What follows belongs to an exercise in optimizing a design on an open flow for small area, a short achievable clock period and few clock cycles per item; a production flow would make more cautious choices. Only simulation tests tie the RTL to the original design; equivalence was not proved.

$ cat design/flow/run.sh
#!/bin/bash
# synth_recipe.tcl (not shown) runs the flow's synth.tcl, then flattens the netlist and writes it again
# the make line also repeats each setting of config.mk as NAME=value (left out here)
make -C /OpenROAD-flow-scripts/flow DESIGN_CONFIG=/design/flow/config.mk WORK_HOME=/design/flow/orfs CLKGATE_MAP_FILE= SYNTH_SCRIPT=/design/flow/synth_recipe.tcl finish
$ cat design/flow/config.mk
export PLATFORM = sky130hd
export DESIGN_NAME = minimal_standard_lcg_sampler
export DESIGN_NICKNAME = minimal_standard_lcg_sampler
export VERILOG_FILES = /design/flow/design.v
export SDC_FILE = /design/flow/constraint.sdc
export NUM_CORES = 4
export LEC_CHECK = 0
export ABC_AREA = 1
export CAP_MARGIN = 20
export CORE_MARGIN = 2
export CORE_UTILIZATION = 55
export CTS_BUF_LIST = sky130_fd_sc_hd__clkbuf_4 sky130_fd_sc_hd__clkbuf_8
export SETUP_SLACK_MARGIN = 3.5
export SLEW_MARGIN = 20
$ cat design/flow/constraint.sdc
create_clock -name core_clock -period 8.0 [get_ports {aclk}]
set_input_delay 1.6000 -clock core_clock [delete_from_list [all_inputs] [get_ports {aclk}]]
set_output_delay 1.6000 -clock core_clock [all_outputs]
set_load 0.01 [all_outputs]
$ cat design/flow/design.v
package mlcg_pkg;
    localparam int unsigned VAL_W = 31;
    localparam int unsigned CNT_W = 4;
    localparam int unsigned MAX_CATEGORIES = 8;
    localparam logic [1:0] FUNC_UNIFORM = 2'd0;
    localparam logic [1:0] FUNC_CATEG = 2'd1;
    localparam logic [1:0] FUNC_BERN = 2'd2;
    localparam logic [1:0] FUNC_LOAD = 2'd3;
    localparam logic [1:0] REG_SEED = 2'd0;
    localparam logic [1:0] REG_THRESH = 2'd1;
    localparam logic [1:0] REG_COUNT = 2'd2;
endpackage
module mlcg_wram (
    input  logic              aclk,
    input  logic              aresetn,
    input  logic              we,
    input  logic [2:0]        waddr,
    input  logic [30:0]       wdata,
    output logic [4*31-1:0]   we_flat,
    output logic [4*32-1:0]   u_flat
);
    logic [30:0] w_even [4];
    logic [31:0] u_pair [4];
    logic [1:0]  j;
    logic        odd;
    logic [31:0] opa, opb, cs_s, cs_m, cs_c, u_new;
    logic        ld_pend;
    logic [2:0]  ld_idx;
    logic [30:0] ld_val;
    always_ff @(posedge aclk) begin
        if (!aresetn) begin
            ld_pend <= 1'b0;
        end else begin
            ld_pend <= we;
        end
        ld_idx <= waddr;
        ld_val <= wdata;
    end
    assign j   = ld_idx[2:1];
    assign odd = ld_idx[0];
    assign opa   = odd ? {1'b0, w_even[j]} : u_pair[j];
    assign opb   = odd ? 32'd0 : ~{1'b0, w_even[j]};
    assign cs_s  = {1'b0, ld_val} ^ opa ^ opb;
    assign cs_m  = ({1'b0, ld_val} & opa) | ({1'b0, ld_val} & opb) | (opa & opb);
    assign cs_c  = {cs_m[30:0], !odd};
    assign u_new = cs_s + cs_c;
    for (genvar k = 0; k < 4; k++) begin : g_pair
        always_ff @(posedge aclk) begin
            if (ld_pend && j == 2'(k)) begin
                u_pair[k] <= u_new;
                if (!odd) begin
                    w_even[k] <= ld_val;
                end
            end
        end
        assign we_flat[31*k +: 31] = w_even[k];
        assign u_flat[32*k +: 32]  = u_pair[k];
    end
endmodule
module mlcg_step (
    input  logic [30:0] x,
    output logic [30:0] y
);
    logic [30:0] t0, t1, t2, t3, t4, t5;
    logic [30:0] s1, c1, s2, c2, s3, c3, s4, c4;
    logic [30:0] m1, m2, m3, m4;
    assign t0 = {x[16:0], x[30:17]};
    assign t1 = {x[21:0], x[30:22]};
    assign t2 = ~{x[23:0], x[30:24]};
    assign t3 = {x[25:0], x[30:26]};
    assign t4 = {x[27:0], x[30:28]};
    assign t5 = ~x;
    assign s1 = t0 ^ t1 ^ t2;
    assign m1 = (t0 & t1) | (t0 & t2) | (t1 & t2);
    assign c1 = {m1[29:0], m1[30]};
    assign s2 = t3 ^ t4 ^ t5;
    assign m2 = (t3 & t4) | (t3 & t5) | (t4 & t5);
    assign c2 = {m2[29:0], m2[30]};
    assign s3 = s1 ^ c1 ^ s2;
    assign m3 = (s1 & c1) | (s1 & s2) | (c1 & s2);
    assign c3 = {m3[29:0], m3[30]};
    assign s4 = s3 ^ c3 ^ c2;
    assign m4 = (s3 & c3) | (s3 & c2) | (c3 & c2);
    assign c4 = {m4[29:0], m4[30]};
    logic [30:0] gp [6];
    logic [30:0] pp [6];
    logic [30:0] cy;
    logic        eac;
    always_comb begin
        gp[0] = s4 & c4;
        pp[0] = s4 ^ c4;
        for (int l = 0; l < 5; l++) begin
            for (int i = 0; i < 31; i++) begin
                if (((i >> l) & 1) == 1) begin
                    gp[l+1][i] = gp[l][i] | (pp[l][i] & gp[l][((i >> l) << l) - 1]);
                    pp[l+1][i] = pp[l][i] & pp[l][((i >> l) << l) - 1];
                end else begin
                    gp[l+1][i] = gp[l][i];
                    pp[l+1][i] = pp[l][i];
                end
            end
        end
        eac   = gp[5][30] | pp[5][30];
        cy[0] = eac;
        for (int i = 1; i < 31; i++) begin
            cy[i] = gp[5][i-1] | (pp[5][i-1] & eac);
        end
    end
    assign y = pp[0] ^ cy;
endmodule
module mlcg_catsel (
    input  logic [30:0]      x,
    input  logic [4*31-1:0]  we_flat,
    input  logic [4*32-1:0]  u_flat,
    input  logic [3:0]       count,
    output logic [3:0]       cat
);
    logic [32:0] nx;
    logic [32:0] wz [4];
    logic [32:0] uz [4];
    logic [32:0] es [3:8];
    logic [32:0] ec [3:8];
    logic [32:0] em [3:8];
    logic [32:0] esum [3:8];
    logic [8:1]  neg, lt;
    logic [3:0]  n;
    assign n  = (count > 4'd8) ? 4'd8 : count;
    assign nx = ~{2'b00, x};
    always_comb begin
        for (int k = 0; k < 4; k++) begin
            wz[k] = {2'b00, we_flat[31*k +: 31]};
            uz[k] = {1'b0, u_flat[32*k +: 32]};
        end
        es[3] = uz[0] ^ nx ^ wz[1];
        em[3] = (uz[0] & nx) | (uz[0] & wz[1]) | (nx & wz[1]);
        ec[3] = {em[3][31:0], 1'b1};
        es[4] = uz[0] ^ nx ^ uz[1];
        em[4] = (uz[0] & nx) | (uz[0] & uz[1]) | (nx & uz[1]);
        ec[4] = {em[4][31:0], 1'b1};
        for (int k = 5; k <= 8; k++) begin
            es[k] = es[2*((k-1)/2)] ^ ec[2*((k-1)/2)] ^ ((k % 2) ? wz[(k-1)/2] : uz[(k-1)/2]);
            em[k] = (es[2*((k-1)/2)] & ec[2*((k-1)/2)])
                  | (es[2*((k-1)/2)] & ((k % 2) ? wz[(k-1)/2] : uz[(k-1)/2]))
                  | (ec[2*((k-1)/2)] & ((k % 2) ? wz[(k-1)/2] : uz[(k-1)/2]));
            ec[k] = {em[k][31:0], 1'b0};
        end
        neg[1] = we_flat[30:0] < x;
        neg[2] = u_flat[31:0] < {1'b0, x};
        for (int k = 3; k <= 8; k++) begin
            esum[k] = es[k] + ec[k];
            neg[k]  = esum[k][32];
        end
        lt[1] = neg[1] && (n > 4'd0);
        for (int k = 2; k <= 8; k++) begin
            lt[k] = lt[k-1] && neg[k] && (n >= 4'(k));
        end
        cat = 4'd1;
        for (int k = 1; k <= 8; k++) begin
            if (lt[k]) cat = 4'(k + 1);
        end
    end
endmodule
module minimal_standard_lcg_sampler (
    input  logic                        aclk,
    input  logic                        aresetn,
    input  logic                        psel,
    input  logic                        penable,
    input  logic                        pwrite,
    input  logic [3:0]                  paddr,
    input  logic [31:0]                 pwdata,
    output logic [31:0]                 prdata,
    output logic                        pready,
    input  logic                        s_valid,
    output logic                        s_ready,
    input  logic [1:0]                  s_func,
    input  logic [2:0]                  s_entry_index,
    input  logic [mlcg_pkg::VAL_W-1:0]  s_weight_value,
    output logic                        m_valid,
    input  logic                        m_ready,
    output logic [mlcg_pkg::VAL_W-1:0]  m_random_value,
    output logic [3:0]                  m_category,
    output logic                        m_flag
);
    logic [30:0]     seed_reg, thresh_reg;
    logic [3:0]      count_reg;
    logic            cfg_we, seed_we;
    logic [1:0]      reg_idx;
    logic [30:0]     x_reg, x_step, m_value_reg;
    logic            b_valid;
    logic [1:0]      b_func;
    logic            m_valid_reg, m_flag_reg;
    logic [3:0]      m_cat_reg, cat;
    logic            adv, accept, step, load;
    logic [4*31-1:0] we_flat;
    logic [4*32-1:0] u_flat;
    assign pready  = 1'b1;
    assign reg_idx = paddr[3:2];
    assign cfg_we  = psel && penable && pwrite;
    assign seed_we = cfg_we && (reg_idx == mlcg_pkg::REG_SEED);
    always_ff @(posedge aclk) begin
        if (!aresetn) begin
            seed_reg   <= 31'd1;
            thresh_reg <= '0;
            count_reg  <= '0;
        end else if (cfg_we) begin
            case (reg_idx)
                mlcg_pkg::REG_SEED:   seed_reg   <= pwdata[30:0];
                mlcg_pkg::REG_THRESH: thresh_reg <= pwdata[30:0];
                mlcg_pkg::REG_COUNT:  count_reg  <= pwdata[3:0];
                default: ;
            endcase
        end
    end
    always_comb begin
        case (reg_idx)
            mlcg_pkg::REG_SEED:   prdata = {1'b0, seed_reg};
            mlcg_pkg::REG_THRESH: prdata = {1'b0, thresh_reg};
            mlcg_pkg::REG_COUNT:  prdata = {28'd0, count_reg};
            default:              prdata = '0;
        endcase
    end
    assign adv     = !m_valid_reg || m_ready;
    assign s_ready = !b_valid || adv;
    assign accept  = s_valid && s_ready;
    assign step    = accept && (s_func != mlcg_pkg::FUNC_LOAD);
    assign load    = accept && (s_func == mlcg_pkg::FUNC_LOAD);
    mlcg_step u_step (
        .x (x_reg),
        .y (x_step)
    );
    always_ff @(posedge aclk) begin
        if (!aresetn) begin
            x_reg <= 31'd1;
        end else if (seed_we) begin
            x_reg <= pwdata[30:0];
        end else if (step) begin
            x_reg <= x_step;
        end
    end
    mlcg_wram u_wram (
        .aclk   (aclk),
        .aresetn(aresetn),
        .we     (load),
        .waddr  (s_entry_index),
        .wdata  (s_weight_value),
        .we_flat(we_flat),
        .u_flat (u_flat)
    );
    mlcg_catsel u_cat (
        .x      (x_reg),
        .we_flat(we_flat),
        .u_flat (u_flat),
        .count  (count_reg),
        .cat    (cat)
    );
    always_ff @(posedge aclk) begin
        if (!aresetn) begin
            b_valid     <= 1'b0;
            m_valid_reg <= 1'b0;
        end else begin
            if (s_ready) begin
                b_valid <= s_valid;
            end
            if (adv) begin
                m_valid_reg <= b_valid;
            end
        end
        if (s_ready) begin
            b_func <= s_func;
        end
        if (adv && b_valid) begin
            m_value_reg <= x_reg;
            m_cat_reg   <= (b_func == mlcg_pkg::FUNC_CATEG) ? cat : 4'd0;
            m_flag_reg  <= (b_func == mlcg_pkg::FUNC_BERN) && (x_reg <= thresh_reg);
        end
    end
    assign m_valid        = m_valid_reg;
    assign m_random_value = m_value_reg;
    assign m_category     = m_cat_reg;
    assign m_flag         = m_flag_reg;
endmodule
==> results of run 1 <==
final cells by class:
type	count	area (um^2)	area share
flip-flops and latches	424	11500	0.272
well taps	782	978	0.0232
repair inverters	2	16.3	0.000385
repair buffers	444	4370	0.104
clock buffers	114	1410	0.0335
multi-input cells	2397	20900	0.496
clock inverters	31	355	0.00842
diodes	1	2.50	0.0000593
inverters	664	2660	0.0631
metrics by stage:
step	setup slack [ns]	hold slack, ns	area (um^2)	std cells
3_5_place_dp	2.08	0.453	36100	4460
2_1_floorplan	3.52	0.441	33500	3565
5_1_grt	3.26	0.480	42200	4859
3_3_place_gp	2.17	0.449	36000	4459
6_report	3.40	0.461	42200	4859
4_1_cts	3.45	0.461	40300	4771
critical path, cell delays in order (launching register included):
cell        delay (ns)
dfxtp_4           0.36
clkinvlp_4        0.16
buf_4             0.19
fa_1              0.56
fa_1              0.45
fa_1              0.50
inv_1             0.07
ha_4              0.24
a21o_1            0.20
nand2_1           0.07
nand2_1           0.08
nand2_1           0.06
nand2_1           0.15
a21oi_4           0.26
nand2_8           0.09
nand2_4           0.09
nand3_4           0.15
buf_12            0.21
buf_12            0.13
nand2_2           0.06
nand2_1           0.07
nand2_1           0.10
nand3_2           0.09
a21oi_1           0.17
kinds of logic (layout without fill, tap and decap cells):
group,after synthesis,count (layout),synth area share
simple gates,1001,1001,0.124
compound gates,680,680,0.113
buf+inv,744,1255,0.0844
flops,424,424,0.340
other cells,2,3,0.000224
xor+xnor,34,34,0.00889
fa+ha+maj,680,680,0.330
cells in the mapped netlist (11+ instances only):
library cell / count
a21oi_1: 316
a221oi_1: 31
a31oi_1: 16
clkbuf_1: 66
dfxtp_1: 134
edfxtp_1: 290
fa_1: 341
ha_1: 339
inv_1: 656
nand2_1: 592
nand2_2: 13
nand3_1: 107
nand4_1: 22
nor2_1: 201
nor3_1: 26
o211ai_1: 38
o21ai_0: 221
or2_2: 15
xnor2_1: 11
xor2_1: 23
what timing repair did:
action / CTS / global route
setup endpoints to repair: 167 / 193
cloned: 5 / 4
buffers inserted: 161 / 83
resized for setup: 319 / 306
pin swaps: 41 / 135
metal layers:
layer  routed length, um  part of all wire
met4                6480             0.054
met5                  13           0.00011
met3               13000              0.11
met2               53200              0.45
met1               46400              0.39
path summary, 6_finish.rpt:
path / slack [ns] / cells past startpoint / endpoint / from
worst min register to register: 0.46 / 2 / seed_reg[29]$_SDFFE_PN0P_ / seed_reg[29]$_SDFFE_PN0P_
worst max-delay path: 3.40 / 23 / x_reg[11]$_SDFFE_PN0P_ / x_reg[0]$_SDFFE_PN1P_
worst max register to register: 3.40 / 23 / x_reg[11]$_SDFFE_PN0P_ / x_reg[0]$_SDFFE_PN1P_
worst min-delay path: 0.46 / 2 / seed_reg[29]$_SDFFE_PN0P_ / seed_reg[29]$_SDFFE_PN0P_
==> results.txt, run 1 <==
- Largest net degree at the start of global routing: 61
- Gr busiest metal: met2
- Initial antenna violation count: 2
- Via density: 5.82
- Max-slew violation count: 0
- EDFF count, synth: 290
- Type of origin of the critical path: flop
- Post-synth cell types: 51
- Initial Util: 0.556
- WL per Instance: 24.5 um
- Global placer's final weighted congestion: 0.971
- Total core area: 60200 um^2
- Top flop regs: u_wram.u_pair: 128 flops, u_wram.w_even: 124 flops
- Routed Antenna Nets: 0
- Ys flop type: edfxtp_1
- Crit path max fanout: 8
- Relative slew slack: 0.419
- Part of the cycle the worst path needs: 0.576
- WS Path Type: reg2reg
- Clk sinks: 424
- Yosys warns: 14
- CTS tree: done
- Total iterations of the first detailed-routing run: 6
- Chip Width: 251 um
- Setup crit end kind: flop
- Share of layout cells above drive strength 1: 0.206
- H-tree level count: 3
- Max-cap violations: 0
- Worst-case clock buffer depth: 3
- Vias in the first global route: 27900
- Clk Latency, worst-skew pair: 0.69 ns
- Drt drc: 0
- Largest cells by area after synthesis: edfxtp_1 (26%), fa_1 (20%), ha_1 (13%)
- Required time worst endpoint: between 8 and 9 ns
- Placed wire-length estimate: slightly above 80 mm
- Met2 GRT Util: 0.574
- Synth top area share: 0.260
- Commonest non-fill, non-tap cell in the layout: inv_1
- Worst min path class: reg2reg
- Synth Cell Area: around 34000 um^2
- Dominant cell type by area after synthesis: edfxtp_1
- Fillers: 4594
- Root Buffer: clkbuf_8
- Starting DRT DRC Count: around 2700
- Register bit count reported by yosys: 424
- Status: no timing/DRC/antenna violations
- Most frequent cells in the layout: inv_1 (603), nand2_1 (540), fa_1 (335), ha_1 (292), edfxtp_1 (290)
- Num CTS Buffers: 79
- Largest register FFs: 128
- Cell Rows: 90
- Worst-margin pin slew: about 0.87 ns
- Total routed wirelength: 119 mm
- Die area: around 63000 um^2
- WP data arrival: 5.20 ns
- Tmin final: 4.60 ns
- Die H: 251 um
- Total negative setup slack: 0 ns
- I/O Pins: 150
- Fin. Hold Viols: 0
- RSZ-0062 raised after global routing: true
- Met1 usage: 0.497
- Area delta synth->final: 25.9%
- Finish-stage setup viols: 0
- Final core utilization: 0.700
- Cells after synthesis: ~3600
- Mapped Nets: ~4300
- Sequential share of the synthesized area: 0.340
- PortBufs: 144
- First-pass GRT wire length: ~170 mm
- Fin nets: 4771
- Gr ovfl total: 0
- Aggregate global-route resource usage: 0.368
- Post-CTS Hold Fix Bufs: 0
- Syn_area_per_cell: 9.40 um^2
- Ys async rst share: 0
- Final Skew: 0.0338 ns
- Worst-path clk slew: 0.07 ns
- Fmax achieved: 217 MHz
- Largest register by flop count: u_wram.u_pair
- Via count: 28300
- Met3 Use GR: 0.0826
Testbench counts, summed over its fixed seeds: cycles 16,064, items 16,000.
==> inputs of run 2 (changes only) <==
--- a/design/flow/config.mk
+++ b/design/flow/config.mk
@@ -11,4 +11,3 @@
 export CORE_UTILIZATION = 55
-export CTS_BUF_LIST = sky130_fd_sc_hd__clkbuf_4 sky130_fd_sc_hd__clkbuf_8
-export SETUP_SLACK_MARGIN = 3.5
+export SETUP_SLACK_MARGIN = 4.0
 export SLEW_MARGIN = 20
==> results.txt, run 2 <==
- Area delta synth->final: 31.0%
- WL per Instance: 25.3 um (+3.1%)
- Register bit count reported by yosys: 424 (unchanged)
- Top flop regs: u_wram.u_pair: 128 flops, u_wram.w_even: 124 flops
- Total iterations of the first detailed-routing run: 6 (unchanged)
- Dominant cell type by area after synthesis: edfxtp_1
- Placed wire-length estimate: 82.2 mm (+0.42%)
- Via density: 5.92 (+1.8%)
- Commonest non-fill, non-tap cell in the layout: inv_1
- WS Path Type: reg2reg
- Clk sinks: 424 (unchanged)
- First-pass GRT wire length: 176 mm (+3.5%)
- Most instantiated cells after synthesis: inv_1 (656), nand2_1 (592), fa_1 (341)
- Fillers: 4237 (-7.8%)
- Total negative setup slack: 0 ns (unchanged)
- Crit path top cell by count: buf_6
- Max-slew violation count: 0 (unchanged)
- Clk Latency, worst-skew pair: 0.62 ns (-0.07 ns)
- Mapped Nets: 4324 (unchanged)
- Worst-case clock buffer depth: 3 (unchanged)
- Most frequent cells in the layout: inv_1 (569), nand2_1 (471), fa_1 (317), edfxtp_1 (290), ha_1 (285)
- Starting DRT DRC Count: 2804 (+3.7%)
- Largest register by flop count: u_wram.u_pair
- Aggregate global-route resource usage: 0.380 (+0.0120)
- Pre-CTS setup slack: 2.32 ns (+0.237 ns)
- Count leader, synth: inv_1
- H-tree level count: 2 (-1)
- Worst-margin pin slew: 1.02 ns (+0.152 ns)
- Via count: 28600 (+0.96%)
- Cell Rows: 90 (unchanged)
- Final Hold Slack: 0.463 ns (+0.00172 ns)
- Largest net degree at the start of global routing: 63 (+3.3%)
- Share of layout cells above drive strength 1: 0.261 (+0.0549)
- Synth top area share: 0.260 (unchanged)
- Yosys warns: 14 (unchanged)
- Initial antenna violation count: 2 (unchanged)
- Tmin final: 4.52 ns (-0.0810 ns)
- Total routed wirelength: 122 mm (+2.3%)
- Die area: 62900 um^2 (unchanged)
- Num CTS Buffers: 50 (-37%)
- Gr ovfl total: 0 (unchanged)
- Fin nets: 4757 (-0.29%)
- Max-cap violations: 0 (unchanged)
- Root Buffer: clkbuf_16
- Routed Antenna Nets: 0 (unchanged)
- Cells after synthesis: 3565 (unchanged)
- WP data arrival: 4.86 ns (-0.34 ns)
- Ys async rst share: 0 (unchanged)
- Fin. Hold Viols: 0 (unchanged)
- Syn_area_per_cell: 9.40 um^2 (unchanged)
- Relative slew slack: 0.316 (-0.103)
- Die H: 251 um (unchanged)
- Diodes inserted: 0 (-1)
- Worst path max stage delay: 0.54 ns (-0.02 ns)
- Largest cells by area after synthesis: edfxtp_1 (26%), fa_1 (20%), ha_1 (13%)
- Chip Width: 251 um (unchanged)
- Type of origin of the critical path: flop
- Worst min path class: reg2reg
- Drt drc: 0 (unchanged)
- Global placer's final weighted congestion: 0.997 (+2.7%)
- Finish-stage setup viols: 0 (unchanged)
- Initial Util: 0.556 (unchanged)
- CTS tree: done
- Ys flop type: edfxtp_1
- Fmax achieved: 221 MHz (+1.8%)
- Largest register FFs: 128 (unchanged)
- I/O Pins: 150 (unchanged)
- Setup WS post-layout: 3.48 ns (+0.0810 ns)
- Synth Cell Area: 33500 um^2 (unchanged)
- EDFF count, synth: 290 (unchanged)
- Post-synth cell types: 51 (unchanged)
- Final Skew: 0.0293 ns (-0.00444 ns)
- RSZ-0062 raised after global routing: true
- Required time worst endpoint: 8.34 ns (-0.25 ns)
- Sequential share of the synthesized area: 0.340 (unchanged)
- Status: no timing/DRC/antenna violations
- Crit path max fanout: 5 (-3)
- Setup crit end kind: flop
- Total core area: 60200 um^2 (unchanged)
- Worst-path clk slew: 0.06 ns (about the same)
- PortBufs: 144 (unchanged)
- Vias in the first global route: 28600 (+2.7%)
- Worst path slowest cell: fa_1
- Part of the cycle the worst path needs: 0.565 (-0.0101)
[run 2: critical path, delay by kind of cell (launching register included)]
kind,cells,cell delay [ns]
DFF,1,0.34
adders and majority gates,2,0.91
and+or+nand+nor,4,0.42
xor gates and xnor gates,1,0.19
buffers and inverters,9,1.29
AOI/OAI and AO/OA,9,1.08
[run 2: cell families (layout without fill, tap and decap cells)]
family / Yosys count / in the layout / synth area share
adders and majority gates: 680 / 680 / 0.330
xor gates and xnor gates: 34 / 34 / 0.00889
and+or+nand+nor: 1001 / 1002 / 0.124
buffers and inverters: 744 / 1217 / 0.0844
other: 2 / 2 / 0.000224
AOI/OAI and AO/OA: 680 / 680 / 0.113
DFF: 424 / 424 / 0.340
[run 2: final timing paths]
path | to | slack, ns | cells past startpoint | startpoint
hold reg to reg | seed_reg[25]$_SDFFE_PN0P_ | 0.46 | 2 | seed_reg[25]$_SDFFE_PN0P_
setup reg to reg | u_wram.u_pair[1][18]$_DFFE_PP_ | 3.48 | 25 | u_wram.ld_idx[1]$_DFF_P_
hold / removal | seed_reg[25]$_SDFFE_PN0P_ | 0.46 | 2 | seed_reg[25]$_SDFFE_PN0P_
setup / recovery | u_wram.u_pair[1][18]$_DFFE_PP_ | 3.48 | 25 | u_wram.ld_idx[1]$_DFF_P_
[run 2: final cells by class]
type | instances | area (um^2) | share of cell area
clock inverters | 24 | 269 | 0.00613
clock buffers | 69 | 1460 | 0.0331
multi-input cells | 2398 | 22400 | 0.510
flip-flops and latches | 424 | 11500 | 0.262
repair buffers | 458 | 4560 | 0.104
inverters | 664 | 2710 | 0.0617
repair inverters | 2 | 16.3 | 0.000370
well taps | 782 | 978 | 0.0223
[run 2: repair_timing]
item,4_1_cts,5_1_grt
endpoints found under the setup margin,183,166
hold buffers,0,0
setup buffers,214,54
cloned,13,4
pin swaps,192,141
gates resized for setup,716,307
[run 2: layer usage]
metal | global-route usage | share of wire | vias up
li1 | - | - | 12600
met4 | 0.191 | 0.058 | 2
met5 | 0 | 0.000098 | -
met1 | 0.505 | 0.39 | 14000
met3 | 0.0663 | 0.097 | 377
met2 | 0.605 | 0.46 | 1509
[run 2: per-stage QoR]
| step | std cells | instance area [um^2] | util |
|---|---|---|---|
| floorplan | 3565 | 33800 | - |
| global placement | 4443 | 36200 | 0.601 |
| detailed placement | 4443 | 36200 | 0.602 |
| CTS | 4763 | 42200 | 0.700 |
| global route | 4821 | 43900 | 0.729 |
| finish | 4821 | 43900 | 0.729 |
==> inputs of run 3 (changes only) <==
--- a/design/flow/config.mk
+++ b/design/flow/config.mk
@@ -11,3 +11,4 @@
 export CORE_UTILIZATION = 55
-export SETUP_SLACK_MARGIN = 4.0
+export SETUP_SLACK_MARGIN = 3.5
 export SLEW_MARGIN = 20
+export TNS_END_PERCENT = 10
==> results.txt, run 3 <==
- Cell Count, Final, Fillers Out: 4771 (-1.0%)
- Die H: 251 um (unchanged)
- Total iterations of the first detailed-routing run: 8 (+2)
- Via count: 27800 (-2.6%)
- Register area: 11500 um^2 (-0.39%)
- Tmin final: 4.54 ns (+0.0153 ns)
- Placed wire-length estimate: 81.9 mm (-0.42%)
- WS Path Type: reg2reg
- Ys async rst share: 0 (unchanged)
- Clk Latency, worst-skew pair: 0.61 ns (about the same)
- CP bufs+invs: 6 (-3)
- WL per Instance: 24.5 um (-3.0%)
- Top flop regs: u_wram.u_pair: 128 flops, u_wram.w_even: 124 flops
- Largest net degree at the start of global routing: 61 (-3.2%)
- RSZ-0062 raised after global routing: true
- Syn_area_per_cell: 9.40 um^2 (unchanged)
- Register bit count reported by yosys: 424 (unchanged)
- Final Skew: 0.0171 ns (-0.0122 ns)
- Met1 usage: 0.497 (-0.00789)
- Total negative setup slack: 0 ns (unchanged)
- Worst min path class: reg2reg
- Count leader, synth: inv_1
- Worst path cell trace: buf_12 > clkinvlp_4 > nor2_4 > clkinvlp_4 > buf_12 > clkbuf_16 > nor2_1 > a221oi_1 > o211ai_1 > o21ai_1 > fa_1 > inv_1 > ha_4 > nand2_2 > nor4_4 > nand2_1 > nand3_4 > nand2_2 > o211ai_1 > a21oi_2 > xor2_2
- Total core area: 60200 um^2 (unchanged)
- Largest register by flop count: u_wram.u_pair
- Relative slew slack: 0.439 (+0.124)
- Global placer's final weighted congestion: 0.971 (-2.7%)
- Worst path max stage delay: 0.57 ns (+0.03 ns)
- Final core utilization: 0.689 (-0.0398)
- Largest cells by area after synthesis: edfxtp_1 (26%), fa_1 (20%), ha_1 (13%)
- Crit path max-delay family: simple AND/OR/NAND/NOR gates
- Aggregate global-route resource usage: 0.363 (-0.0173)
- Vias in the first global route: 27400 (-4.1%)
- Gr busiest metal: met2
- Synth Cell Area: 33500 um^2 (unchanged)
- Met2 GRT Util: 0.573 (-0.0326)
- First-pass GRT wire length: 168 mm (-4.4%)
- Required time worst endpoint: 8.33 ns (about the same)
- Worst-path clk slew: 0.06 ns (about the same)
- Cell Rows: 90 (unchanged)
- Area delta synth->final: 23.9%
- Fin nets: 4705 (-1.1%)
- Type of origin of the critical path: flop
- Starting DRT DRC Count: 2737 (-2.4%)
- Drt drc: 0 (unchanged)
- Total routed wirelength: 117 mm (-4.0%)
- Final instance area: 41500 um^2 (-5.5%)
- Root Buffer: clkbuf_16
- I/O Pins: 150 (unchanged)
- Post-synth cell types: 51 (unchanged)
- Largest register FFs: 128 (unchanged)
- WP data arrival: 4.87 ns (about the same)
- Via density: 5.83 (-1.6%)
- Die area: 62900 um^2 (unchanged)
- Pre-CTS setup slack: 2.08 ns (-0.237 ns)
- Fin. Hold Viols: 0 (unchanged)
- Yosys warns: 14 (unchanged)
- Most instantiated cells after synthesis: inv_1 (656), nand2_1 (592), fa_1 (341)
- Worst-margin pin slew: 0.841 ns (-0.183 ns)
- Finish-stage setup viols: 0 (unchanged)
- Worst-case clock buffer depth: 3 (unchanged)
- Max-slew violation count: 0 (unchanged)
- H-tree level count: 2 (unchanged)
- Synth top area share: 0.260 (unchanged)
- Area of the multi-input gates: 20700 um^2 (-7.7%)
- CTS tree: done
- Part of the cycle the worst path needs: 0.567 (+0.00191)
- Max-cap violations: 0 (unchanged)
- Mapped Nets: 4324 (unchanged)
- Cells after synthesis: 3565 (unchanged)
- Final Hold Slack: 0.460 ns (-0.00252 ns)
- Crit path max fanout: 12 (+7)
- Setup crit end kind: flop
- Dominant cell type by area after synthesis: edfxtp_1
- Initial antenna violation count: 1 (-1)
- Routed Antenna Nets: 0 (unchanged)
- Clk sinks: 424 (unchanged)
- Placed Cells: 4460 (+0.38%)
- Most frequent cells in the layout: inv_1 (611), nand2_1 (550), fa_1 (335), ha_1 (298), edfxtp_1 (290)
- Num CTS Buffers: 50 (unchanged)
- Initial Util: 0.556 (unchanged)
- Setup WS post-layout: 3.46 ns (-0.0153 ns)
- Fmax achieved: 220 MHz (-0.34%)
- Chip Width: 251 um (unchanged)
- Worst path slowest cell: fa_1
- Gr ovfl total: 0 (unchanged)
- EDFF count, synth: 290 (unchanged)
- Post-DP Area: 36100 um^2 (-0.47%)
- Status: no timing/DRC/antenna violations
- Post-CTS Hold Fix Bufs: 0 (unchanged)
- Ys flop type: edfxtp_1
- Commonest non-fill, non-tap cell in the layout: inv_1
- Share of layout cells above drive strength 1: 0.174 (-0.0874)
- Fillers: 4661 (+10%)
- Met3 Use GR: 0.0704 (+0.00414)
- PortBufs: 144 (unchanged)
- Sequential share of the synthesized area: 0.340 (unchanged)
==> run 3: what timing repair did <==
| action | in CTS | in global routing |
|---|---|---|
| setup buffers | 139 | 67 |
| gates resized for setup | 289 | 237 |
| endpoints found under the setup margin | 167 | 137 |
| pin swaps | 28 | 104 |
| cloned | 3 | 7 |
==> run 3: cell families after synthesis <==
kind of cell    share of synthesized area
compound gates                      0.113
xor+xnor                          0.00889
fa+ha+maj                           0.330
buf+inv                            0.0844
flops                               0.340
other cells                      0.000224
simple gates                        0.124
==> run 3: final timing paths <==
| check | from | endpoint | slack, ns | cells past startpoint |
|---|---|---|---|---|
| hold reg to reg | seed_reg[29]$_SDFFE_PN0P_ | seed_reg[29]$_SDFFE_PN0P_ | 0.46 | 2 |
| setup reg to reg | u_wram.ld_idx[1]$_DFF_P_ | u_wram.u_pair[0][31]$_DFFE_PP_ | 3.46 | 21 |
| setup / recovery | u_wram.ld_idx[1]$_DFF_P_ | u_wram.u_pair[0][31]$_DFFE_PP_ | 3.46 | 21 |
| hold / removal | seed_reg[29]$_SDFFE_PN0P_ | seed_reg[29]$_SDFFE_PN0P_ | 0.46 | 2 |
==> run 3: layout make-up <==
class / count / area share
clock inverters: 21 / 0.00678
inverters: 664 / 0.0644
multi-input cells: 2397 / 0.498
well taps: 782 / 0.0236
diodes: 2 / 0.000121
flip-flops and latches: 424 / 0.276
repair inverters: 3 / 0.000723
repair buffers: 406 / 0.0950
clock buffers: 72 / 0.0349
==> run 3: worst min-delay path: cells and delay by family, from the launching register on <==
family,cells,cell delay [ns]
compound gates,1,0.05
simple gates,1,0.06
flops,1,0.31
==> run 3: metal layers <==
layer / wire [um] / vias to the layer above
met5: 0 / -
met1: 47700 / 13700
met2: 52600 / 1378
li1: - / 12500
met3: 11000 / 289
met4: 5800 / 0
==> inputs of run 4 (changes only) <==
--- a/design/flow/design.v
+++ b/design/flow/design.v
@@ -87,3 +87,2 @@
     logic [30:0] cy;
-    logic        eac;
     always_comb begin
@@ -93,15 +92,8 @@
             for (int i = 0; i < 31; i++) begin
-                if (((i >> l) & 1) == 1) begin
-                    gp[l+1][i] = gp[l][i] | (pp[l][i] & gp[l][((i >> l) << l) - 1]);
-                    pp[l+1][i] = pp[l][i] & pp[l][((i >> l) << l) - 1];
-                end else begin
-                    gp[l+1][i] = gp[l][i];
-                    pp[l+1][i] = pp[l][i];
-                end
-            end
-        end
-        eac   = gp[5][30] | pp[5][30];
-        cy[0] = eac;
-        for (int i = 1; i < 31; i++) begin
-            cy[i] = gp[5][i-1] | (pp[5][i-1] & eac);
+                gp[l+1][i] = gp[l][i] | (pp[l][i] & gp[l][(i + 31 - (1 << l)) % 31]);
+                pp[l+1][i] = pp[l][i] & pp[l][(i + 31 - (1 << l)) % 31];
+            end
+        end
+        for (int i = 0; i < 31; i++) begin
+            cy[i] = gp[5][(i + 30) % 31] | pp[5][(i + 30) % 31];
         end
--- a/design/flow/config.mk
+++ b/design/flow/config.mk
@@ -13,2 +13 @@
 export SLEW_MARGIN = 20
-export TNS_END_PERCENT = 10
==> results.txt, run 4 <==
- Worst min path class: reg2reg
- Commonest non-fill, non-tap cell in the layout: inv_1
- Clk Latency, worst-skew pair: 0.62 ns (about the same)
- Root Buffer: clkbuf_16
- Setup crit end kind: output port
- Cell Rows: 91 (+1.1%)
- Status: no timing/DRC/antenna violations
- Area delta synth->final: 20.1%
- Cells after synthesis: 3662 (+2.7%)
- PortBufs: 144 (unchanged)
- Register bit count reported by yosys: 424 (unchanged)
- Gr ovfl total: 0 (unchanged)
- WP data arrival: 2.88 ns (-1.99 ns)
- Largest register by flop count: u_wram.u_pair
- Top flop regs: u_wram.u_pair: 128 flops, u_wram.w_even: 124 flops
- Most frequent cells in the layout: inv_1 (632), nand2_1 (612), fa_1 (337), ha_1 (306), edfxtp_1 (290)
- I/O Pins: 150 (unchanged)
- Initial Util: 0.554 (-0.00245)
- Via count: 28200 (+1.5%)
- WL per Instance: 24.8 um (+1.0%)
- EDFF count, synth: 290 (unchanged)
- Synth Cell Area: 34000 um^2 (+1.4%)
- Finish-stage setup viols: 0 (unchanged)
- Tmin final: 4.48 ns (-0.0622 ns)
- Fillers: 4886 (+4.8%)
- Type of origin of the critical path: primary input
- Ys async rst share: 0 (unchanged)
- RSZ-0062 raised after global routing: true
- Fin. Hold Viols: 0 (unchanged)
- Chip Width: 253 um (+0.70%)
- Worst-path clk slew: 0.06 ns (about the same)
- Global placer's final weighted congestion: 1.04 (+7.1%)
- Num CTS Buffers: 49 (-2.0%)
- Largest cells by area after synthesis: edfxtp_1 (26%), fa_1 (20%), ha_1 (12%)
- Max-slew violation count: 0 (unchanged)
- Worst-case hold path end point: seed_reg[5]$_SDFFE_PN0P_
- Worst reg2reg path startpoint: u_wram.ld_idx[1]$_DFF_P_
- H-tree level count: 2 (unchanged)
- Count leader, synth: inv_1
- Total negative setup slack: 0 ns (unchanged)
- Worst reg2reg setup slack: 3.54 ns (+0.08 ns)
- Placed wire-length estimate: 90.5 mm (+10%)
- Share of layout cells above drive strength 1: 0.145 (-0.0286)
- Aggregate global-route resource usage: 0.370 (+0.00705)
- Hold path depth: 2 (unchanged)
- Fmax achieved: 223 MHz (+1.4%)
- Via density: 5.90 (+1.1%)
- Worst-case clock buffer depth: 3 (unchanged)
- Part of the cycle the worst path needs: 0.560 (-0.00777)
- Hold Path Origin: seed_reg[5]$_SDFFE_PN0P_
- Post-synth cell types: 55 (+7.8%)
- Setup WS post-layout: 3.52 ns (+0.0622 ns)
- Total core area: 61400 um^2 (+1.9%)
- Yosys warns: 14 (unchanged)
- R2R depth: 21 (unchanged)
- Final Hold Slack: 0.463 ns (+0.00224 ns)
- Drt drc: 0 (unchanged)
- Synth top area share: 0.256 (-0.00364)
- Ys flop type: edfxtp_1
- Max-cap violations: 0 (unchanged)
- Sequential share of the synthesized area: 0.335 (-0.00476)
- Worst-margin pin slew: 0.967 ns (+0.127 ns)
- Die H: 253 um (+0.70%)
- Post-CTS Hold Fix Bufs: 0 (unchanged)
- Crit path max fanout: 15 (+3)
- Most instantiated cells after synthesis: inv_1 (671), nand2_1 (630), fa_1 (340)
- Largest net degree at the start of global routing: 52 (-15%)
- RR Endpoint: u_wram.u_pair[1][31]$_DFFE_PP_
- Vias in the first global route: 28400 (+3.5%)
- Clk sinks: 424 (unchanged)
- Routed Antenna Nets: 0 (unchanged)
- Initial antenna violation count: 2 (+1)
- Final Skew: 0.0452 ns (+0.0280 ns)
- Mapped Nets: 4420 (+2.2%)
- Required time worst endpoint: 6.40 ns (-1.93 ns)
- Pre-CTS setup slack: 2.32 ns (+0.234 ns)
- Relative slew slack: 0.354 (-0.0851)
- Largest register FFs: 128 (unchanged)
- Total iterations of the first detailed-routing run: 6 (-2)
- Starting DRT DRC Count: 2775 (+1.4%)
- Total routed wirelength: 119 mm (+1.4%)
- Dominant cell type by area after synthesis: edfxtp_1
- CTS tree: done
- Die area: 63800 um^2 (+1.4%)
- Fin nets: 4711 (+0.13%)
- First-pass GRT wire length: 173 mm (+2.8%)
- Syn_area_per_cell: 9.28 um^2 (-1.3%)
- WS Path Type: in2out
## run 4: cell count changes in the layout (fill, tap and decap cells not counted), sizes merged, moves of 9 or more
cell    before  now
nor2       207  256
inv        630  651
nand3      108   39
o21bai       7   16
clkbuf      78   66
buf        256  165
clkinv      12   22
nand2      606  633
a31oi       16   43
o21ai      228  263
## run 4: what timing repair did
item                       4_1_cts  5_1_grt
cloned                           3        3
resized for setup              274      248
setup endpoints to repair      166      130
pin swaps                       11       49
buffers inserted                54       54
## run 4: layout make-up
type | instances | area (um^2) | share of cell area
Antenna cell | 3 | 7.51 | 0.000184
Clock buffer | 59 | 1350 | 0.0330
Clock inverter | 33 | 309 | 0.00757
Inverter | 677 | 2680 | 0.0657
Multi-Input combinational cell | 2487 | 20900 | 0.512
Sequential cell | 424 | 11400 | 0.280
Tap cell | 790 | 988 | 0.0242
Timing Repair Buffer | 311 | 3110 | 0.0763
Timing Repair inverter | 3 | 25.0 | 0.000613
## run 4: kinds of logic after synthesis
kind of cell | Yosys count | synth area share
simple gates | 1003 | 0.118
xor+xnor | 42 | 0.0108
flops | 424 | 0.335
buf+inv | 751 | 0.0835
compound gates | 761 | 0.127
fa+ha+maj | 679 | 0.325
other cells | 2 | 0.000221
## run 4: how the worst max path moves through the flow
stage / slack (ns) / start / endpoint / cells after the start
after floorplan: 4.12 / u_wram.ld_idx[1]$_DFF_P_ / u_wram.u_pair[0][30]$_DFFE_PP_ / 25
after global placement: 2.34 / x_reg[0]$_SDFFE_PN1P_ / x_reg[18]$_SDFFE_PN0P_ / 17
after detailed placement: 2.32 / u_wram.ld_idx[1]$_DFF_P_ / u_wram.u_pair[2][31]$_DFFE_PP_ / 19
after CTS: 3.46 / x_reg[1]$_SDFFE_PN0P_ / x_reg[30]$_SDFFE_PN0P_ / 20
after global routing: 3.40 / u_wram.ld_idx[1]$_DFF_P_ / u_wram.u_pair[3][31]$_DFFE_PP_ / 21
final: 3.52 / paddr[3] / prdata[2] / 6
## run 4: stage by stage
stage               utilization  instance area [um^2]  cells
floorplan                     -                 34000   3662
global route              0.665                 40800   4784
CTS                       0.643                 39500   4727
global placement          0.597                 36600   4577
detailed placement        0.597                 36600   4578
finish                    0.665                 40800   4787
## run 4: layer usage
metal | part of all wire | wire length, um | track usage | vias to the layer above
li1 | - | - | - | 12700
met1 | 0.40 | 48000 | 0.499 | 13900
met5 | 0.00011 | 13 | 0 | -
met4 | 0.048 | 5730 | 0.160 | 2
met2 | 0.46 | 54300 | 0.589 | 1375
met3 | 0.090 | 10700 | 0.0660 | 296
## run 4: worst max-delay path, stage by stage
cell	delay, ns
dlygate4sd2_1	0.32
nor2_4	0.21
bufbuf_16	0.32
nand2_1	0.10
o221ai_4	0.07
clkdlybuf4s15_2	0.25
Testbench counts of run 4, summed over its fixed seeds: cycles 16,064, items 16,000.
==> inputs of run 5 (changes only) <==
--- a/design/flow/config.mk
+++ b/design/flow/config.mk
@@ -11,3 +11,3 @@
 export CORE_UTILIZATION = 55
-export SETUP_SLACK_MARGIN = 3.5
+export SETUP_SLACK_MARGIN = 4.0
 export SLEW_MARGIN = 20
==> results.txt, run 5 <==
- Status: no timing/DRC/antenna violations
- Most instantiated cells after synthesis: inv_1 (671), nand2_1 (630), fa_1 (340)
- Register area: 11400 um^2 (+0.21%)
- Root Buffer: clkbuf_16
- Routed Antenna Nets: 0 (unchanged)
- Area of the multi-input gates: 23900 um^2 (+14%)
- Drt drc: 0 (unchanged)
- Total negative setup slack: 0 ns (unchanged)
- Global placer's final weighted congestion: 1.04 (unchanged)
- Worst path slowest cell: fa_1
- Yosys warns: 14 (unchanged)
- Max-slew violation count: 0 (unchanged)
- Total iterations of the first detailed-routing run: 6 (unchanged)
- Register bit count reported by yosys: 424 (unchanged)
- Type of origin of the critical path: flop
- Total routed wirelength: 131 mm (+10%)
- Fillers: 4157 (-15%)
- Finish-stage setup viols: 0 (unchanged)
- Worst reg2reg path startpoint: x_reg[3]$_SDFFE_PN0P_
- WP data arrival: 4.78 ns (+1.90 ns)
- Required time worst endpoint: 8.48 ns (+2.08 ns)
- Initial antenna violation count: 1 (-1)
- CTS tree: done
- Top flop regs: u_wram.u_pair: 128 flops, u_wram.w_even: 124 flops
- Crit path top cell by count: fa_1
- Worst-margin pin slew: 1.10 ns (+0.131 ns)
- Fin nets: 4924 (+4.5%)
- Fin. Hold Viols: 0 (unchanged)
- Synth top area share: 0.256 (unchanged)
- RSZ-0062 raised after global routing: true
- Largest register FFs: 128 (unchanged)
- Largest cells by area after synthesis: edfxtp_1 (26%), fa_1 (20%), ha_1 (12%)
- Num CTS Buffers: 49 (unchanged)
- Tmin final: 4.30 ns (-0.178 ns)
- Worst min path class: reg2reg
- Max-cap violations: 0 (unchanged)
- Part of the cycle the worst path needs: 0.537 (-0.0223)
- Via count: 30100 (+6.5%)
- Cell Rows: 91 (unchanged)
- Worst-path clk slew: 0.06 ns (about the same)
- Commonest non-fill, non-tap cell in the layout: inv_1
- Clk sinks: 424 (unchanged)
- Worst path cell trace: buf_12 > clkinvlp_4 > buf_4 > fa_1 > fa_1 > fa_1 > inv_1 > ha_4 > nand2_4 > nor2_4 > inv_2 > nor2_2 > inv_1 > nor3_2 > nor2_4 > a31oi_4 > a21oi_1 > o21ai_1 > a31oi_1
- Crit path max-delay family: adder cells
- Cells after synthesis: 3662 (unchanged)
- WP depth: 19 (+13)
- Cell Count, Final, Fillers Out: 4999 (+4.4%)
- Worst reg2reg setup slack: 3.70 ns (+0.16 ns)
- WS Path Type: reg2reg
- Placed wire-length estimate: 90.5 mm (unchanged)
- Area delta synth->final: 35.4%
- PortBufs: 144 (unchanged)
- Chip Width: 253 um (unchanged)
- Worst path max stage delay: 0.52 ns (+0.20 ns)
- Ys flop type: edfxtp_1
- Crit path max fanout: 5 (-10)
- R2R depth: 19 (-9.5%)
- Worst-case clock buffer depth: 3 (unchanged)
- Relative slew slack: 0.267 (-0.0876)
- Post-synth cell types: 55 (unchanged)
- CP bufs+invs: 6 (+3)
- Vias in the first global route: 30000 (+5.5%)
- Via density: 6.02 (+2.0%)
- Placed Cells: 4578 (unchanged)
- Share of layout cells above drive strength 1: 0.308 (+0.163)
- Aggregate global-route resource usage: 0.397 (+0.0267)
- Die area: 63800 um^2 (unchanged)
- First-pass GRT wire length: 185 mm (+6.7%)
- Setup crit end kind: flop
- Count leader, synth: inv_1
- Largest net degree at the start of global routing: 52 (unchanged)
- Fmax achieved: 233 MHz (+4.2%)
- RR Endpoint: x_reg[16]$_SDFFE_PN0P_
- Final Skew: 0.0425 ns (-0.00268 ns)
- H-tree level count: 2 (unchanged)
- Worst setup path end: x_reg[16]$_SDFFE_PN0P_
- Initial Util: 0.554 (unchanged)
- Hold Path Origin: seed_reg[12]$_SDFFE_PN0P_
- I/O Pins: 150 (unchanged)
- EDFF count, synth: 290 (unchanged)
- Ys async rst share: 0 (unchanged)
- Worst Setup SP: x_reg[3]$_SDFFE_PN0P_
- Post-CTS Hold Fix Bufs: 0 (unchanged)
- Starting DRT DRC Count: 2974 (+7.2%)
- Gr ovfl total: 0 (unchanged)
- Largest register by flop count: u_wram.u_pair
- Syn_area_per_cell: 9.28 um^2 (unchanged)
- Synth Cell Area: 34000 um^2 (unchanged)
- Most frequent cells in the layout: inv_1 (553), nand2_1 (519), fa_1 (302), edfxtp_1 (290), ha_1 (272)
- Dominant cell type by area after synthesis: edfxtp_1
- WL per Instance: 26.2 um (+5.4%)
- Mapped Nets: 4420 (unchanged)
- Sequential share of the synthesized area: 0.335 (unchanged)
- Die H: 253 um (unchanged)
- Total core area: 61400 um^2 (unchanged)
- Clk Latency, worst-skew pair: 0.62 ns (about the same)
## run 5: layout make-up
cell class | count | share of cell area
multi-input cells | 2487 | 0.520
flip-flops and latches | 424 | 0.249
repair buffers | 522 | 0.113
inverters | 677 | 0.0594
clock buffers | 59 | 0.0293
well taps | 790 | 0.0215
clock inverters | 33 | 0.00672
repair inverters | 5 | 0.000979
diodes | 2 | 0.000109
## run 5: how the worst min path moves through the flow
stage | endpoint | slack, ns | depth (start not counted)
after global routing | seed_reg[10]$_SDFFE_PN0P_ | 0.48 | 2
after detailed placement | seed_reg[21]$_SDFFE_PN0P_ | 0.45 | 2
after floorplan | seed_reg[10]$_SDFFE_PN0P_ | 0.44 | 2
final | seed_reg[12]$_SDFFE_PN0P_ | 0.47 | 2
after CTS | seed_reg[21]$_SDFFE_PN0P_ | 0.46 | 2
after global placement | seed_reg[5]$_SDFFE_PN0P_ | 0.45 | 2
## run 5: per-stage QoR
stage | utilization | setup slack [ns] | instance area, um^2 | hold slack [ns]
3_3_place_gp | 0.597 | 2.34 | 36600 | 0.448
5_1_grt | 0.750 | 3.56 | 46000 | 0.483
4_1_cts | 0.702 | 3.77 | 43100 | 0.461
2_1_floorplan | - | 4.12 | 34000 | 0.441
3_5_place_dp | 0.597 | 2.32 | 36600 | 0.452
6_report | 0.750 | 3.70 | 46000 | 0.466
## run 5: layer usage
layer  GRT usage  share of wire
met4       0.205          0.067
met3      0.0793           0.10
met5           0              0
met2       0.622           0.45
met1       0.525           0.38
## run 5: cell families (layout without fill, tap and decap cells)
logic type	count (synthesis)	in the layout	share of synthesized area
simple gates	1003	1003	0.118
buf+inv	751	1296	0.0835
fa+ha+maj	679	679	0.325
other cells	2	4	0.000221
compound gates	761	761	0.127
xor+xnor	42	42	0.0108
flops	424	424	0.335
## run 5: worst reg2reg max path, cell delays in order, from the launching register on
cell,delay (ns)
dfxtp_2,0.35
buf_12,0.13
clkinvlp_4,0.21
buf_4,0.20
fa_1,0.52
fa_1,0.44
fa_1,0.50
inv_1,0.07
ha_4,0.33
nand2_4,0.09
nor2_4,0.18
inv_2,0.09
nor2_2,0.12
inv_1,0.08
nor3_2,0.19
nor2_4,0.09
a31oi_4,0.16
a21oi_1,0.09
o21ai_1,0.21
a31oi_1,0.11
## run 5: timing repair
action | 4_1_cts | 5_1_grt
gates resized for setup | 946 | 523
gates cloned | 9 | 6
pin swaps | 222 | 246
endpoints found under the setup margin | 187 | 151
buffers inserted | 218 | 94
==> inputs of run 6 (changes only) <==
--- a/design/flow/config.mk
+++ b/design/flow/config.mk
@@ -11,3 +11,3 @@
 export CORE_UTILIZATION = 55
-export SETUP_SLACK_MARGIN = 4.0
+export SETUP_SLACK_MARGIN = 3.0
 export SLEW_MARGIN = 20
==> results.txt, run 6 <==
- Status: no timing/DRC/antenna violations
- Mapped Nets: 4420 (unchanged)
- Worst min path class: reg2reg
- WP depth: 15 (-4)
- Fin. Hold Viols: 0 (unchanged)
- Synth top area share: 0.256 (unchanged)
- CTS tree: done
- Largest register by flop count: u_wram.u_pair
- I/O Pins: 150 (unchanged)
- EDFF count, synth: 290 (unchanged)
- Worst Setup SP: x_reg[15]$_SDFFE_PN0P_
- Setup crit end kind: flop
- Worst-path clk slew: 0.06 ns (about the same)
- Worst path max stage delay: 0.60 ns (+0.08 ns)
- Largest net degree at the start of global routing: 52 (unchanged)
- WL per Instance: 24.4 um (-6.6%)
- WS Path Type: reg2reg
- Register bit count reported by yosys: 424 (unchanged)
- Yosys warns: 14 (unchanged)
- WP data arrival: 5.41 ns (+0.63 ns)
- CP bufs+invs: 3 (-3)
- Total routed wirelength: 115 mm (-12%)
- Drt drc: 0 (unchanged)
- Worst-case clock buffer depth: 3 (unchanged)
- Most frequent cells in the layout: inv_1 (661), nand2_1 (629), fa_1 (340), ha_1 (330), a21oi_1 (310)
- Worst path slowest cell: fa_1
- Die area: 63800 um^2 (unchanged)
- Num CTS Buffers: 49 (unchanged)
- Max-slew violation count: 0 (unchanged)
- Cell Rows: 91 (unchanged)
- Via density: 5.85 (-2.8%)
- H-tree level count: 2 (unchanged)
- Tmin final: 4.95 ns (+0.651 ns)
- Gr ovfl total: 0 (unchanged)
- Clk Latency, worst-skew pair: 0.62 ns (about the same)
- Worst path cell trace: buf_4 > inv_1 > fa_1 > fa_1 > fa_1 > inv_1 > ha_1 > a21oi_1 > o21ai_0 > a21oi_1 > o21ai_0 > nor2_1 > nor2_1 > o21ai_1 > a31oi_1
- Routed Antenna Nets: 0 (unchanged)
- Starting DRT DRC Count: 2685 (-9.7%)
- Type of origin of the critical path: flop
- Aggregate global-route resource usage: 0.365 (-0.0321)
- Relative slew slack: 0.344 (+0.0768)
- Ys flop type: edfxtp_1
- Total core area: 61400 um^2 (unchanged)
- Area delta synth->final: 14.1%
- Fin nets: 4625 (-6.1%)
- Fillers: 5095 (+23%)
- Synth Cell Area: 34000 um^2 (unchanged)
- Finish-stage setup viols: 0 (unchanged)
- Total negative setup slack: 0 ns (unchanged)
- Total iterations of the first detailed-routing run: 6 (unchanged)
- Dominant cell type by area after synthesis: edfxtp_1
- Post-synth cell types: 55 (unchanged)
- Hold Path Origin: seed_reg[5]$_SDFFE_PN0P_
- Initial antenna violation count: 0 (-1)
- Final Skew: 0.0464 ns (+0.00390 ns)
- R2R depth: 15 (-4)
- Vias in the first global route: 27900 (-6.8%)
- Clk sinks: 424 (unchanged)
- Max-cap violations: 0 (unchanged)
- Fmax achieved: 202 MHz (-13%)
- Worst setup path end: x_reg[21]$_SDFFE_PN0P_
- Global placer's final weighted congestion: 1.04 (unchanged)
- Via count: 27500 (-8.6%)
- Commonest non-fill, non-tap cell in the layout: inv_1
- Hold path depth: 2 (unchanged)
- Sequential share of the synthesized area: 0.335 (unchanged)
- Part of the cycle the worst path needs: 0.619 (+0.0814)
- Cells after synthesis: 3662 (unchanged)
- Chip Width: 253 um (unchanged)
- Crit path max fanout: 7 (+2)
- Ys async rst share: 0 (unchanged)
- Largest register FFs: 128 (unchanged)
- Die H: 253 um (unchanged)
- Crit path top cell by count: fa_1
- PortBufs: 144 (unchanged)
- Worst reg2reg setup slack: 3.05 ns (-0.65 ns)
- Top flop regs: u_wram.u_pair: 128 flops, u_wram.w_even: 124 flops
- Final Hold Slack: 0.462 ns (-0.00402 ns)
- Largest cells by area after synthesis: edfxtp_1 (26%), fa_1 (20%), ha_1 (12%)
- Most instantiated cells after synthesis: inv_1 (671), nand2_1 (630), fa_1 (340)
- RSZ-0062 raised after global routing: false
- Count leader, synth: inv_1
- Crit path max-delay family: adder cells
- Worst reg2reg path startpoint: x_reg[15]$_SDFFE_PN0P_
- First-pass GRT wire length: 171 mm (-7.5%)
- Required time worst endpoint: 8.46 ns (-0.02 ns)
- Worst-margin pin slew: 0.984 ns (-0.115 ns)
- Share of layout cells above drive strength 1: 0.0678 (-0.240)
- RR Endpoint: x_reg[21]$_SDFFE_PN0P_
- Placed wire-length estimate: 90.5 mm (unchanged)
- Root Buffer: clkbuf_16
- Syn_area_per_cell: 9.28 um^2 (unchanged)
- Initial Util: 0.554 (unchanged)
==> run 6: per-stage QoR <==
step / utilization / instance area (um^2) / worst slack [ns] / instances
after CTS: 0.627 / 38500 / 2.97 / 4685
after floorplan: - / 34000 / 4.12 / 3662
final: 0.632 / 38800 / 3.05 / 4699
after detailed placement: 0.597 / 36600 / 2.32 / 4578
after global routing: 0.632 / 38800 / 3.01 / 4698
after global placement: 0.597 / 36600 / 2.34 / 4577
==> run 6: cells by family (layout without fill, tap and decap cells) <==
logic type	count (synthesis)	in the layout	synth area share
AOI/OAI and AO/OA	761	761	0.127
xor gates and xnor gates	42	42	0.0108
adders and majority gates	679	679	0.325
buffers and inverters	751	997	0.0835
DFF	424	424	0.335
other	2	3	0.000221
and+or+nand+nor	1003	1003	0.118
==> run 6: worst min path at each step <==
stage / to / slack, ns
final: seed_reg[5]$_SDFFE_PN0P_ / 0.46
after global routing: seed_reg[11]$_SDFFE_PN0P_ / 0.48
after CTS: seed_reg[21]$_SDFFE_PN0P_ / 0.46
after detailed placement: seed_reg[21]$_SDFFE_PN0P_ / 0.45
after global placement: seed_reg[5]$_SDFFE_PN0P_ / 0.45
after floorplan: seed_reg[10]$_SDFFE_PN0P_ / 0.44
==> run 6: worst reg2reg max path, cell delays in order, from the launching register on <==
cell and delay [ns]:
dfxtp_1 0.33, buf_4 0.26, inv_1 0.26, fa_1 0.61
fa_1 0.44, fa_1 0.54, inv_1 0.04, ha_1 0.41
a21oi_1 0.33, o21ai_0 0.19, a21oi_1 0.36, o21ai_0 0.22
nor2_1 0.22, nor2_1 0.09, o21ai_1 0.37, a31oi_1 0.15
==> run 6: area by class of cell <==
class | count | area, um^2 | area share
Timing Repair inverter | 1 | 7.51 | 0.000194
Sequential cell | 424 | 11400 | 0.294
Antenna cell | 1 | 2.50 | 0.0000646
Timing Repair Buffer | 227 | 2160 | 0.0558
Inverter | 677 | 2590 | 0.0667
Clock buffer | 59 | 1350 | 0.0347
Multi-Input combinational cell | 2487 | 20000 | 0.515
Tap cell | 790 | 988 | 0.0255
Clock inverter | 33 | 309 | 0.00797
==> run 6: timing repair <==
| item | 4_1_cts | 5_1_grt |
|---|---|---|
| hold buffers | 0 | 0 |
| pin swaps | 0 | 1 |
| setup buffers | 14 | 13 |
| gates resized for setup | 40 | 81 |
| setup endpoints to repair | 134 | 77 |
| cloned | 1 | 0 |
==> run 6: layer usage <==
| metal | vias to the layer above | wire length [um] | GRT usage |
|---|---|---|---|
| li1 | 12500 | - | - |
| met1 | 13500 | 47200 | 0.494 |
| met2 | 1265 | 52600 | 0.584 |
| met3 | 268 | 9800 | 0.0620 |
| met4 | 0 | 5190 | 0.149 |
| met5 | - | 0 | 0 |
==> inputs of run 7 (changes only) <==
--- a/design/flow/config.mk
+++ b/design/flow/config.mk
@@ -11,3 +11,5 @@
 export CORE_UTILIZATION = 55
-export SETUP_SLACK_MARGIN = 3.0
+export CTS_CLUSTER_DIAMETER = 120
+export CTS_CLUSTER_SIZE = 30
+export SETUP_SLACK_MARGIN = 3.5
 export SLEW_MARGIN = 20
==> results.txt, run 7 <==
- Status: no timing/DRC/antenna violations
- Largest cells by area after synthesis: edfxtp_1 (26%), fa_1 (20%), ha_1 (12%)
- Total iterations of the first detailed-routing run: 7 (+1)
- Yosys warns: 14 (unchanged)
- Final Skew: 0.0270 ns (-0.0194 ns)
- Synth top area share: 0.256 (unchanged)
- Finish-stage setup viols: 0 (unchanged)
- Drt drc: 0 (unchanged)
- Fin nets: 4673 (+1.0%)
- Worst-path clk slew: 0.12 ns (+0.06 ns)
- Aggregate global-route resource usage: 0.363 (-0.00133)
- Cell Rows: 91 (unchanged)
- Required time worst endpoint: 8.46 ns (about the same)
- Die area: 63800 um^2 (unchanged)
- Clk sinks: 424 (unchanged)
- Setup WS post-layout: 3.49 ns (+0.444 ns)
- Part of the cycle the worst path needs: 0.563 (-0.0555)
- Root Buffer: clkbuf_16
- Setup crit end kind: flop
- First-pass GRT wire length: 170 mm (-0.20%)
- Commonest non-fill, non-tap cell in the layout: inv_1
- Relative slew slack: 0.322 (-0.0216)
- WP data arrival: 4.97 ns (-0.44 ns)
- Most frequent cells in the layout: inv_1 (633), nand2_1 (613), fa_1 (336), ha_1 (306), edfxtp_1 (290)
- Syn_area_per_cell: 9.28 um^2 (unchanged)
- Global placer's final weighted congestion: 1.04 (unchanged)
- Worst path max stage delay: 0.57 ns (-0.03 ns)
- Via density: 5.86 (+0.24%)
- Vias in the first global route: 27900 (-0.093%)
- Type of origin of the critical path: flop
- RSZ-0062 raised after global routing: true
- Register bit count reported by yosys: 424 (unchanged)
- Clk Latency, worst-skew pair: 0.59 ns (-0.03 ns)
- Routed Antenna Nets: 0 (unchanged)
- Area delta synth->final: 17.0%
- Sequential share of the synthesized area: 0.335 (unchanged)
- EDFF count, synth: 290 (unchanged)
- Cell Count, Final, Fillers Out: 4717 (+0.38%)
- Share of layout cells above drive strength 1: 0.133 (+0.0656)
- WS Path Type: reg2reg
- Largest register by flop count: u_wram.u_pair
- Placed Cells: 4578 (unchanged)
- Die H: 253 um (unchanged)
- Starting DRT DRC Count: 2597 (-3.3%)
- Tmin final: 4.51 ns (-0.444 ns)
- Worst path slowest cell: fa_1
- CTS tree: done
- H-tree level count: 1 (-1)
- Largest net degree at the start of global routing: 52 (unchanged)
- Crit path max-delay family: adder cells
- I/O Pins: 150 (unchanged)
- Fmax achieved: 222 MHz (+9.9%)
- Placed wire-length estimate: 90.5 mm (unchanged)
- Dominant cell type by area after synthesis: edfxtp_1
- Crit path top cell by count: fa_1
- Mapped Nets: 4420 (unchanged)
- Diodes inserted: 0 (-1)
- Most instantiated cells after synthesis: inv_1 (671), nand2_1 (630), fa_1 (340)
- Register area: 11400 um^2 (+0.21%)
- Count leader, synth: inv_1
- Total negative setup slack: 0 ns (unchanged)
- Max-slew violation count: 0 (unchanged)
- Worst-case clock buffer depth: 3 (unchanged)
- Largest register FFs: 128 (unchanged)
- Num CTS Buffers: 18 (-63%)
- Total core area: 61400 um^2 (unchanged)
- Via count: 27700 (+0.62%)
- Worst-margin pin slew: 1.02 ns (+0.0324 ns)
- Initial antenna violation count: 0 (unchanged)
- Area of the multi-input gates: 21000 um^2 (+5.2%)
- Synth Cell Area: 34000 um^2 (unchanged)
- Worst min path class: reg2reg
- Worst reg2reg setup slack: 3.49 ns (+0.44 ns)
- Max-cap violations: 0 (unchanged)
- Gr ovfl total: 0 (unchanged)
- Pre-CTS setup slack: 2.32 ns (unchanged)
- Ys flop type: edfxtp_1
- Worst path cell trace: clkinvlp_4 > buf_4 > fa_1 > fa_1 > fa_1 > inv_1 > ha_4 > nand2_1 > nand2_1 > inv_1 > nor2_1 > nor2_2 > o21ai_2 > o21bai_1 > nor2_2 > o21ai_2 > a21oi_1 > o21ai_1 > a31oi_1
- CP bufs+invs: 4 (+1)
- Crit path max fanout: 4 (-3)
- Initial Util: 0.554 (unchanged)
- Post-synth cell types: 55 (unchanged)
- Ys async rst share: 0 (unchanged)
- Top flop regs: u_wram.u_pair: 128 flops, u_wram.w_even: 124 flops
- PortBufs: 144 (unchanged)
- Chip Width: 253 um (unchanged)
- Fillers: 5012 (-1.6%)
- Total routed wirelength: 116 mm (+1.2%)
- WL per Instance: 24.6 um (+0.82%)
- Fin. Hold Viols: 0 (unchanged)
- Cells after synthesis: 3662 (unchanged)
-- run 7: cell counts after synthesis --
No cell type changed its count.
-- run 7: stage by stage --
step,area (um^2),hold WS (ns),util
5_1_grt,39700,0.485,0.648
3_5_place_dp,36600,0.452,0.597
4_1_cts,38500,0.470,0.627
3_3_place_gp,36600,0.448,0.597
2_1_floorplan,34000,0.441,-
6_report,39700,0.472,0.648
-- run 7: kinds of logic after synthesis --
logic type                 Yosys count  synth area share
adders and majority gates          679             0.325
other                                2          0.000221
xor gates and xnor gates            42            0.0108
buffers and inverters              751            0.0835
and+or+nand+nor                   1003             0.118
AOI/OAI and AO/OA                  761             0.127
DFF                                424             0.335
-- run 7: layout make-up --
| class | count | share of cell area |
|---|---|---|
| Multi-Input combinational cell | 2487 | 0.528 |
| Timing Repair inverter | 1 | 0.000189 |
| Inverter | 677 | 0.0677 |
| Clock inverter | 5 | 0.00277 |
| Clock buffer | 27 | 0.0127 |
| Sequential cell | 424 | 0.288 |
| Tap cell | 790 | 0.0249 |
| Timing Repair Buffer | 306 | 0.0758 |
-- run 7: worst register-to-register path: stages, from the launching register on --
cell,delay (ns)
dfxtp_2,0.37
clkinvlp_4,0.19
buf_4,0.20
fa_1,0.47
fa_1,0.53
fa_1,0.57
inv_1,0.07
ha_4,0.33
nand2_1,0.08
nand2_1,0.18
inv_1,0.06
nor2_1,0.11
nor2_2,0.07
o21ai_2,0.19
o21bai_1,0.19
nor2_2,0.12
o21ai_2,0.26
a21oi_1,0.11
o21ai_1,0.14
a31oi_1,0.12
-- run 7: worst paths after layout --
check	from	to	cells after the start
max reg2reg	x_reg[10]$_SDFFE_PN0P_	x_reg[11]$_SDFFE_PN0P_	19
max	x_reg[10]$_SDFFE_PN0P_	x_reg[11]$_SDFFE_PN0P_	19
min reg2reg	seed_reg[21]$_SDFFE_PN0P_	seed_reg[21]$_SDFFE_PN0P_	2
min	seed_reg[21]$_SDFFE_PN0P_	seed_reg[21]$_SDFFE_PN0P_	2
-- run 7: repair_timing --
action,CTS,global route
endpoints found under the setup margin,166,133
buffers inserted,56,48
pin swaps,12,55
endpoints found under the hold margin,0,0
resized for setup,280,251
hold buffers,0,0
gates cloned,2,1
-- run 7: layer usage --
| metal | vias to the layer above | part of all wire | track usage |
|---|---|---|---|
| met2 | 1252 | 0.46 | 0.576 |
| li1 | 12500 | - | - |
| met4 | 0 | 0.048 | 0.155 |
| met3 | 242 | 0.078 | 0.0549 |
| met5 | - | 0 | 0 |
| met1 | 13600 | 0.42 | 0.500 |

[static timing again, ports no longer ideal]
Ports are ideal in the flow. The routed layouts listed here were re-timed in OpenROAD.
Step 1, drivers: a clkbuf_16 drives aclk and a buf_2 each remaining input, both assumed.
Step 2 times the ports against the registers' clock, not the clock port: input delays grow and output delays shrink by t, the midpoint of the rising clock arrivals with the driver on.
Three values: ideal, step 1, step 2; two values: the first two.
run | shift t [ns] | setup WS [ns] | clock arrival spread, ns | worst register clock-pin slew, ns | worst slew at a driven data input, ns
run 1 | 0.737 | 3.396 / 3.396 / 3.396 | 0.034 / 0.034 | 0.08 / 0.08 | 0.06
run 2 | 0.669 | 3.477 / 3.477 / 3.477 | 0.035 / 0.035 | 0.07 / 0.07 | 0.06
run 3 | 0.669 | 3.461 / 3.457 / 3.457 | 0.017 / 0.017 | 0.07 / 0.07 | 0.06
run 4 | 0.660 | 3.524 / 3.500 / 3.500 | 0.046 / 0.046 | 0.07 / 0.07 | 0.07
run 5 | 0.663 | 3.702 / 3.702 / 3.702 | 0.043 / 0.043 | 0.07 / 0.07 | 0.06
run 6 | 0.663 | 3.051 / 3.030 / 3.030 | 0.047 / 0.047 | 0.07 / 0.07 | 0.07
run 7 | 0.647 | 3.495 / 3.495 / 3.495 | 0.027 / 0.027 | 0.13 / 0.13 | 0.07
After both steps every run listed still meets setup and hold. For run 4, which loses most, drivers alone change the setup slack by -0.024 ns; drivers and shift together by -0.024 ns.
